From an optimization exercise on the open Yosys and OpenROAD flow, aimed at small area; shortcuts taken in it are not production practice.
Only simulation tests tie the RTL to the original design; equivalence was not proved.

indigo:
// sp_noise_removal
module sp_noise_removal
#(
    parameter int SIGMA = 160
) (
    input  logic        clk,
    input  logic        rst_n,
    input  logic        en_i,
    input  logic [59:0] col_i,
    input  logic        border_pass_i,
    output logic [11:0] data_o,
    output logic        en_o
);
    localparam int THRESH = (SIGMA * 68) >> 4;   
    localparam logic [11:0] LO_LIM = 12'(THRESH);          
    localparam logic [11:0] HI_LIM = 12'(4095 - THRESH);   
    logic [11:0] r0, r1, r2, r3, r4;
    assign r0 = col_i[59:48];
    assign r1 = col_i[47:36];
    assign r2 = col_i[35:24];
    assign r3 = col_i[23:12];
    assign r4 = col_i[11:0];
    logic [11:0] p0_1, p0_2, p0_3, p0_4, p0_5;
    logic [11:0] p1_1, p1_2, p1_3, p1_4;
    logic [11:0] p2_1, p2_2, p2_3, p2_4, p2_5;
    logic [11:0] p3_1, p3_2, p3_3, p3_4;
    logic [11:0] p4_1, p4_2, p4_3, p4_4, p4_5;
    always_ff @(posedge clk) begin
        p0_1 <= r0; p0_2 <= p0_1; p0_3 <= p0_2; p0_4 <= p0_3; p0_5 <= p0_4;
        p1_1 <= r1; p1_2 <= p1_1; p1_3 <= p1_2; p1_4 <= p1_3;
        p2_1 <= r2; p2_2 <= p2_1; p2_3 <= p2_2; p2_4 <= p2_3; p2_5 <= p2_4;
        p3_1 <= r3; p3_2 <= p3_1; p3_3 <= p3_2; p3_4 <= p3_3;
        p4_1 <= r4; p4_2 <= p4_1; p4_3 <= p4_2; p4_4 <= p4_3; p4_5 <= p4_4;
    end
    function automatic logic [11:0] absd(input logic [11:0] a, input logic [11:0] b);
        logic [11:0] p, g, pp, gg, c;
        logic        gt;
        p = ~(a ^ b);
        g = a & ~b;
        pp = p;
        gg = g;
        for (int l = 0; l < 4; l++) begin
            for (int i = 0; i < 12; i++) begin
                if ((i >> l) & 1) begin
                    gg[i] = gg[i] | (pp[i] & gg[((i >> l) << l) - 1]);
                    pp[i] = pp[i] & pp[((i >> l) << l) - 1];
                end
            end
        end
        gt = gg[11];
        c[0] = gt;
        for (int i = 1; i < 12; i++) c[i] = gg[i-1] | (pp[i-1] & gt);
        absd = p ^ c ^ {12{~gt}};
    endfunction
    function automatic logic [12:0] gsum(input logic [11:0] x, input logic [11:0] y);
        gsum = {1'b0, x} + {1'b0, y};
    endfunction
    function automatic logic [11:0] intp4(input logic [11:0] oa, input logic [11:0] ob,
  ...
==> module sp_noise_removal, before the edit <==
module sp_noise_removal
#(
    parameter int SIGMA = 160
) (
    input  logic        clk,
    input  logic        rst_n,
    input  logic        en_i,
    input  logic [59:0] col_i,
    input  logic        border_pass_i,
    output logic [11:0] data_o,
    output logic        en_o
);
    localparam int THRESH = (SIGMA * 68) >> 4;   
    localparam logic [11:0] LO_LIM = 12'(THRESH);          
    localparam logic [11:0] HI_LIM = 12'(4095 - THRESH);   
    logic [11:0] r0, r1, r2, r3, r4;
    assign r0 = col_i[59:48];
    assign r1 = col_i[47:36];
    assign r2 = col_i[35:24];
    assign r3 = col_i[23:12];
    assign r4 = col_i[11:0];
    logic [11:0] p0_1, p0_2, p0_3, p0_4, p0_5;
    logic [11:0] p1_1, p1_2, p1_3, p1_4;
    logic [11:0] p2_1, p2_2, p2_3, p2_4, p2_5;
    logic [11:0] p3_1, p3_2, p3_3, p3_4;
    logic [11:0] p4_1, p4_2, p4_3, p4_4, p4_5;
    always_ff @(posedge clk) begin
        p0_1 <= r0; p0_2 <= p0_1; p0_3 <= p0_2; p0_4 <= p0_3; p0_5 <= p0_4;
        p1_1 <= r1; p1_2 <= p1_1; p1_3 <= p1_2; p1_4 <= p1_3;
        p2_1 <= r2; p2_2 <= p2_1; p2_3 <= p2_2; p2_4 <= p2_3; p2_5 <= p2_4;
        p3_1 <= r3; p3_2 <= p3_1; p3_3 <= p3_2; p3_4 <= p3_3;
        p4_1 <= r4; p4_2 <= p4_1; p4_3 <= p4_2; p4_4 <= p4_3; p4_5 <= p4_4;
    end
    function automatic logic [11:0] absd(input logic [11:0] a, input logic [11:0] b);
        logic [11:0] p, g, pp, gg, c;
        logic        gt;
        p = ~(a ^ b);
        g = a & ~b;
        pp = p;
        gg = g;
        for (int l = 0; l < 4; l++) begin
            for (int i = 0; i < 12; i++) begin
                if ((i >> l) & 1) begin
                    gg[i] = gg[i] | (pp[i] & gg[((i >> l) << l) - 1]);
                    pp[i] = pp[i] & pp[((i >> l) << l) - 1];
                end
            end
        end
        gt = gg[11];
        c[0] = gt;
        for (int i = 1; i < 12; i++) c[i] = gg[i-1] | (pp[i-1] & gt);
        absd = p ^ c ^ {12{~gt}};
    endfunction
    function automatic logic [12:0] gsum(input logic [11:0] x, input logic [11:0] y);
        gsum = {1'b0, x} + {1'b0, y};
    endfunction
    function automatic logic [11:0] intp4(input logic [11:0] oa, input logic [11:0] ob,
                                          input logic [11:0] ia, input logic [11:0] ib);
        logic [10:0] x, y, z, w;
        logic [11:0] s1, c1, s2, c2;
        logic [12:0] t;
        x = oa[11:1];
        y = ob[11:1];
        z = ia[11:1];
        w = ib[11:1];
        s1 = {1'b0, x ^ y ^ z};
        c1 = {(x & y) | (x & z) | (y & z), 1'b0};
        s2 = s1 ^ c1 ^ {1'b0, w};
        c2 = {(s1[10:0] & c1[10:0]) | (s1[10:0] & w) | (c1[10:0] & w), 1'b0};
        t = {1'b0, s2} + {1'b0, c2} + {12'd0, oa[0] | ob[0]} + {12'd0, ia[0] | ib[0]} + 13'd1;
        intp4 = t[12:1];
    endfunction
    logic [12:0] g_h, g_v, g_d, g_z;
    assign g_h = gsum(absd(r2,   p2_4), absd(p2_1, p2_3));
    assign g_v = gsum(absd(p0_2, p4_2), absd(p1_2, p3_2));
    assign g_d = gsum(absd(r0,   p4_4), absd(p1_1, p3_3));
    assign g_z = gsum(absd(p0_4, r4  ), absd(p1_3, p3_1));
    logic lt_vh, lt_dh, lt_zh, lt_dv, lt_zv, lt_zd;
    assign lt_vh = g_v < g_h;
    assign lt_dh = g_d < g_h;
    assign lt_zh = g_z < g_h;
    assign lt_dv = g_d < g_v;
    assign lt_zv = g_z < g_v;
    assign lt_zd = g_z < g_d;
    logic [1:0] dir;   
    always_comb begin
        if (lt_zh && lt_zv && lt_zd)       dir = 2'd3;
        else if (lt_dh && lt_dv)           dir = 2'd2;
        else if (lt_vh)                    dir = 2'd1;
        else                               dir = 2'd0;
    end
    logic [1:0] dir_q;
    logic       border_q;
    always_ff @(posedge clk) begin
        dir_q    <= dir;
        border_q <= border_pass_i;
    end
    logic [11:0] oa, ob, ia, ib;
    always_comb begin
        case (dir_q)
            2'd0:    begin oa = p2_1; ob = p2_5; ia = p2_2; ib = p2_4; end
            2'd1:    begin oa = p0_3; ob = p4_3; ia = p1_3; ib = p3_3; end
            2'd2:    begin oa = p0_1; ob = p4_5; ia = p1_2; ib = p3_4; end
            default: begin oa = p0_5; ob = p4_1; ia = p1_4; ib = p3_2; end
        endcase
    end
    logic [11:0] intp;
    assign intp = intp4(oa, ob, ia, ib);
    logic replace;
    assign replace = !border_q &&
                     (((p2_3 == 12'd0)   && (intp > LO_LIM)) ||
                      ((p2_3 == 12'hfff) && (intp < HI_LIM)));
    always_ff @(posedge clk) begin
        data_o <= replace ? intp : p2_3;
    end
    logic [2:0] run_q;
    logic       full;
    logic       v1_q;
    assign full = run_q[2];
    always_ff @(posedge clk or negedge rst_n) begin
        if (!rst_n) begin
            run_q <= '0;
            v1_q  <= 1'b0;
            en_o  <= 1'b0;
        end else begin
            run_q <= !en_i ? 3'd0 : (full ? run_q : run_q + 3'd1);
            v1_q  <= en_i && full;
            en_o  <= v1_q;
        end
    end
endmodule
Settings: LEC_CHECK=0, ABC_AREA=1, CAP_MARGIN=20, CORE_MARGIN=2, CORE_UTILIZATION=40, CTS_BUF_LIST=sky130_fd_sc_hd__clkbuf_4, CTS_CLUSTER_SIZE=30, GPL_TIMING_DRIVEN=0, SLEW_MARGIN=20; clock period 6.0 ns.
run.sh (not shown) runs the stock make flow with config.mk's settings and CLKGATE_MAP_FILE= SYNTH_SCRIPT=/design/flow/synth_recipe.tcl, a recipe that flattens the netlist after the stock synthesis.
## Diff of input files: cedar against indigo
==> flow/design.v, changed modules only <==
module sp_noise_removal
#(
    parameter int SIGMA = 160
) (
    input  logic        clk,
    input  logic        rst_n,
    input  logic        en_i,
    input  logic [59:0] col_i,
    input  logic        border_pass_i,
    output logic [11:0] data_o,
    output logic        en_o
);
    localparam int THRESH = (SIGMA * 68) >> 4;   
    localparam logic [11:0] LO_LIM = 12'(THRESH);          
    localparam logic [11:0] HI_LIM = 12'(4095 - THRESH);   
    logic [11:0] r0, r1, r2, r3, r4;
    assign r0 = col_i[59:48];
    assign r1 = col_i[47:36];
    assign r2 = col_i[35:24];
    assign r3 = col_i[23:12];
    assign r4 = col_i[11:0];
    logic [11:0] p0_1, p0_2, p0_3, p0_4, p0_5;
    logic [11:0] p1_1, p1_2, p1_3, p1_4;
    logic [11:0] p2_1, p2_2, p2_3, n2_4, n2_5;
    logic [11:0] n3_1, n3_2, n3_3, n3_4;
    logic [11:0] n4_1, n4_2, n4_3, n4_4, n4_5;
    logic [11:0] nr4, n2_3;
    assign nr4  = ~r4;
    assign n2_3 = ~p2_3;
    always_ff @(posedge clk) begin
        p0_1 <= r0;  p0_2 <= p0_1; p0_3 <= p0_2; p0_4 <= p0_3; p0_5 <= p0_4;
        p1_1 <= r1;  p1_2 <= p1_1; p1_3 <= p1_2; p1_4 <= p1_3;
        p2_1 <= r2;  p2_2 <= p2_1; p2_3 <= p2_2; n2_4 <= n2_3; n2_5 <= n2_4;
        n3_1 <= ~r3; n3_2 <= n3_1; n3_3 <= n3_2; n3_4 <= n3_3;
        n4_1 <= nr4; n4_2 <= n4_1; n4_3 <= n4_2; n4_4 <= n4_3; n4_5 <= n4_4;
    end
    function automatic logic [11:0] absd(input logic [11:0] a, input logic [11:0] nb);
        logic [11:0] p, g, pp, gg, c;
        logic        gt;
        p = a ^ nb;
        g = a & nb;
        pp = p;
        gg = g;
        for (int l = 0; l < 4; l++) begin
            for (int i = 0; i < 12; i++) begin
                if ((i >> l) & 1) begin
                    gg[i] = gg[i] | (pp[i] & gg[((i >> l) << l) - 1]);
                    pp[i] = pp[i] & pp[((i >> l) << l) - 1];
                end
            end
        end
        gt = gg[11];
        c[0] = gt;
        for (int i = 1; i < 12; i++) c[i] = gg[i-1] | (pp[i-1] & gt);
        absd = p ^ c ^ {12{~gt}};
    endfunction
    function automatic logic [12:0] gsum(input logic [11:0] x, input logic [11:0] y);
        gsum = {1'b0, x} + {1'b0, y};
    endfunction
    function automatic logic [11:0] intp4(input logic [11:0] oa, input logic [11:0] ob,
                                          input logic [11:0] ia, input logic [11:0] ib);
        logic [10:0] x, y, z, w;
        logic [11:0] s1, c1, s2, c2;
        logic [12:0] t;
        x = oa[11:1];
        y = ob[11:1];
        z = ia[11:1];
        w = ib[11:1];
        s1 = {1'b0, x ^ y ^ z};
        c1 = {(x & y) | (x & z) | (y & z), 1'b0};
        s2 = s1 ^ c1 ^ {1'b0, w};
        c2 = {(s1[10:0] & c1[10:0]) | (s1[10:0] & w) | (c1[10:0] & w), 1'b0};
        t = {1'b0, s2} + {1'b0, c2} + {12'd0, oa[0] | ob[0]} + {12'd0, ia[0] | ib[0]} + 13'd1;
        intp4 = t[12:1];
    endfunction
    logic [12:0] g_h, g_v, g_d, g_z;
    assign g_h = gsum(absd(r2,   n2_4), absd(p2_1, n2_3));
    assign g_v = gsum(absd(p0_2, n4_2), absd(p1_2, n3_2));
    assign g_d = gsum(absd(r0,   n4_4), absd(p1_1, n3_3));
    assign g_z = gsum(absd(p0_4, nr4 ), absd(p1_3, n3_1));
    logic lt_vh, lt_dh, lt_zh, lt_dv, lt_zv, lt_zd;
    assign lt_vh = g_v < g_h;
    assign lt_dh = g_d < g_h;
    assign lt_zh = g_z < g_h;
    assign lt_dv = g_d < g_v;
    assign lt_zv = g_z < g_v;
    assign lt_zd = g_z < g_d;
    logic [1:0] dir;   
    always_comb begin
        if (lt_zh && lt_zv && lt_zd)       dir = 2'd3;
        else if (lt_dh && lt_dv)           dir = 2'd2;
        else if (lt_vh)                    dir = 2'd1;
        else                               dir = 2'd0;
    end
    logic [1:0] dir_q;
    logic       border_q;
    always_ff @(posedge clk) begin
        dir_q    <= dir;
        border_q <= border_pass_i;
    end
    logic [11:0] oa, ob, ia, ib;
    always_comb begin
        case (dir_q)
            2'd0:    begin oa = p2_1; ob = ~n2_5; ia = p2_2; ib = ~n2_4; end
            2'd1:    begin oa = p0_3; ob = ~n4_3; ia = p1_3; ib = ~n3_3; end
            2'd2:    begin oa = p0_1; ob = ~n4_5; ia = p1_2; ib = ~n3_4; end
            default: begin oa = p0_5; ob = ~n4_1; ia = p1_4; ib = ~n3_2; end
        endcase
    end
    logic [11:0] intp;
    assign intp = intp4(oa, ob, ia, ib);
    logic replace;
    assign replace = !border_q &&
                     (((p2_3 == 12'd0)   && (intp > LO_LIM)) ||
                      ((p2_3 == 12'hfff) && (intp < HI_LIM)));
    always_ff @(posedge clk) begin
        data_o <= replace ? intp : p2_3;
    end
    logic [2:0] run_q;
    logic       full;
    logic       v1_q;
    assign full = run_q[2];
    always_ff @(posedge clk or negedge rst_n) begin
        if (!rst_n) begin
            run_q <= '0;
            v1_q  <= 1'b0;
            en_o  <= 1'b0;
        end else begin
            run_q <= !en_i ? 3'd0 : (full ? run_q : run_q + 3'd1);
            v1_q  <= en_i && full;
            en_o  <= v1_q;
        end
    end
endmodule
Results
- Taking indigo as the reference, in cedar final-layout worst hold slack shrank by 0.015 ns; pin count of the biggest net entering global routing went down; fraction of standard cell area in multi-input logic higher; via total after detailed routing held; count of mapped cells out of synthesis lower.
- [compare] base=indigo new=cedar: share of cell area taken by flip-flops and latches higher, weighted congestion reported at the end of routability-driven placement -0.0059, worst setup slack grew by 0.029 ns.

what the ideal ports hide:
In the flow no input, the clock included, has a driving cell. The finished layouts below were timed again as built, in two steps. Step 1 (the two cells are an assumption about what drives the block):
set clk [get_ports {clk}]
set_driving_cell -lib_cell sky130_fd_sc_hd__clkbuf_16 $clk
set_driving_cell -lib_cell sky130_fd_sc_hd__buf_2 [delete_from_list [all_inputs] $clk]
Step 2, shift: input delay + t, output delay - t, t = (earliest + latest rising clock arrival at the registers) / 2. This alone moves slack from input paths to output paths. a / b / c = no drivers / after step 1 / after step 2; a / b = the first two.
| run | t (ns) | setup WS [ns] | hold WS [ns] |
|---|---|---|---|
| indigo | 0.776 | 0.298 / 0.330 / -0.446 | 0.329 / 0.329 / 0.329 |
| cedar | 0.833 | 0.327 / 0.352 / -0.480 | 0.314 / 0.314 / 0.314 |
With both steps, setup timing fails in indigo and cedar, where it was met with ideal ports. The setup slack of cedar, which loses most, moves by +0.025 ns with the drivers and by -0.807 ns with both steps.
